Context: an optimization exercise on an open-source flow, tuned for small area. The choices shown serve that exercise and are no tape-out recipe.
In this exercise RTL edits were held to simulation tests only and were not proved equivalent to the original.

## decode_stage
module decode_stage (
   input  logic                   clk,
   input  logic                   rstn,
   input  logic [32-1:0]       instruction_in,
   input  logic [32-1:0]       pc_in,
   input  logic [32-1:0]       pc_pls4_in,
   input  logic                   wrb_rd_write,
   input  logic [5-1:0] wrb_rd_addr,
   input  logic [32-1:0]       wrb_rd_data,
   output logic [32-1:0]       pc,
   output logic [32-1:0]       pc_pls4,
   output logic [32-1:0]       rs1_data,
   output logic [32-1:0]       rs2_data,
   output logic [5-1:0] rd_addr,
   output logic [32-1:0]       immediate,
   output decode_pkg::alu_op_e                alu_op,
   output decode_pkg::alu_a_sel_e             alu_a_sel,
   output decode_pkg::alu_b_sel_e             alu_b_sel,
   output decode_pkg::wb_sel_e                wb_sel,
   output logic                   reg_write,
   output logic                   dmem_req,
   output logic                   dmem_write,
   output logic                   dmem_unsigned,
   output decode_pkg::mem_size_e              dmem_size,
   output logic                   branch_enable,
   output decode_pkg::branch_op_e             branch_op,
   output logic                   jump_request,
   output logic                   pc_stall,
   output logic                   jalr_lsb_clear,
   output logic                   load_hazard_stall  
);
   decode_pkg::instr_u instr_eff;  
   logic               insert_nop;
   logic               jump_or_branch;
   logic               ex_load;
   decode_pkg::cls_e   cls_nxt;
   logic [31:7]        ir;
   decode_pkg::cls_e   cls;
   logic               vld;
   logic               bubble2;
   logic [32-1:1]   sel1, sel2;
   logic [7:0]             rs1_hi, rs2_hi, wr_hi, wr_hi_n;
   logic [3:0]             rs1_lo, rs2_lo, wr_lo, wr_lo_n;
   logic [32-1:0]       rs1_nxt, rs2_nxt;
   assign instr_eff = insert_nop ? 32'h0000_0013 : instruction_in;
   always_comb begin
      case (instruction_in[6:0])
         decode_pkg::OPC_LOAD:   cls_nxt = decode_pkg::CLS_LOAD;
         decode_pkg::OPC_IMM:    cls_nxt = decode_pkg::CLS_IMM;
  ...
Settings: LEC_CHECK=0, CAP_MARGIN=10, CORE_MARGIN=2, CORE_UTILIZATION=50, PLACE_DENSITY=0.62, SLEW_MARGIN=10, SYNTH_HIERARCHICAL=1; clock period 4.0 ns.
standard.sh (not shown) runs the stock make flow with config.mk's settings and CLKGATE_MAP_FILE= SYNTH_SCRIPT=/design/flow/synth_recipe.tcl, a recipe that flattens the netlist after the stock synthesis.
==> flow/flow/run.sh <==
#!/bin/bash
# Layout flow: the standard ORFS flow (standard.sh) with these changes to
# how the layout is made:
#  - the port buffers that global placement inserts are buf_1 cells,
#  - clock tree synthesis uses larger sink clusters and no dummy loads, and
#  - after floorplan, the gates driving the register-file row lines are sized
#    up (flow/upsize_rows.tcl), so placement need not buffer those rows.
# Every tool's output goes to its own log in this folder (ORFS keeps its
# per-step logs under orfs/logs).
set -euo pipefail
export BUFFER_PORTS_ARGS="-buffer_cell sky130_fd_sc_hd__buf_1"
export CTS_ARGS="-sink_clustering_enable -repair_clock_nets -dont_use_dummy_load -sink_clustering_size 25 -sink_clustering_max_diameter 100"
export POST_FLOORPLAN_TCL="$PWD/flow/upsize_rows.tcl"
bash standard.sh synth > flow_synth.log 2>&1
bash standard.sh finish > flow_finish.log 2>&1
==> flow/flow/upsize_rows.tcl <==
# Size up the gates that drive the register-file row lines (the one-hot read
# selects and the write enables, each with one load per bit of a register) so
# that one gate drives its whole row. Run after floorplan (POST_FLOORPLAN_TCL).
set n 0
foreach inst [[ord::get_db_block] getInsts] {
  set m [[$inst getMaster] getName]
  if {$m ne "sky130_fd_sc_hd__and2_1" && $m ne "sky130_fd_sc_hd__or2_1"} { continue }
  set net [[$inst findITerm X] getNet]
  if {$net eq "NULL" || [llength [$net getITerms]] < 17} { continue }
  replace_cell [$inst getName] [string map {_1 _4} $m]
  incr n
}
puts "upsize_rows: sized up $n row-line drivers"
Change:
--- a/flow/flow/run.sh
+++ b/flow/flow/run.sh
@@ -10,5 +10,5 @@
 set -euo pipefail
 export BUFFER_PORTS_ARGS="-buffer_cell sky130_fd_sc_hd__buf_1"
-export CTS_ARGS="-sink_clustering_enable -repair_clock_nets -dont_use_dummy_load -sink_clustering_size 25 -sink_clustering_max_diameter 100"
+export CTS_ARGS="-sink_clustering_enable -repair_clock_nets -dont_use_dummy_load -sink_clustering_size 28 -sink_clustering_max_diameter 100"
 export POST_FLOORPLAN_TCL="$PWD/flow/upsize_rows.tcl"
 bash standard.sh synth > flow_synth.log 2>&1
Result:
- non-clock buffer count stays the same
- worst hold slack loses 0.0097 ns
- synthesized area does not change
- final area hardly moves

## port drivers added, routing unchanged
In the flow no input, the clock included, has a driving cell. The finished layouts below were timed again as built, in two steps. Step 1 sets driving cells, clkbuf_16 on the clock port and buf_2 on the other inputs (assumed; they add their load-dependent delay and slew). Step 2 times the ports against the registers' clock, not the clock port: input delays grow and output delays shrink by t, the midpoint of the rising clock arrivals with the driver on. a / b / c = ideal / step 1 / step 2; a / b = the first two.
| run | t (ns) | setup slack, ns | worst setup path after step 2 | worst register clock-pin slew, ns |
|---|---|---|---|---|
| the first run | 0.705 | 0.456 / 0.388 / 0.321 | input to register | 0.11 / 0.11 |
| the second run | 0.711 | 0.444 / 0.378 / 0.325 | input to register | 0.12 / 0.12 |
After both steps setup and hold are still met in every run listed. For the first run, which loses most, drivers alone change the setup slack by -0.068 ns; drivers and shift together by -0.135 ns.
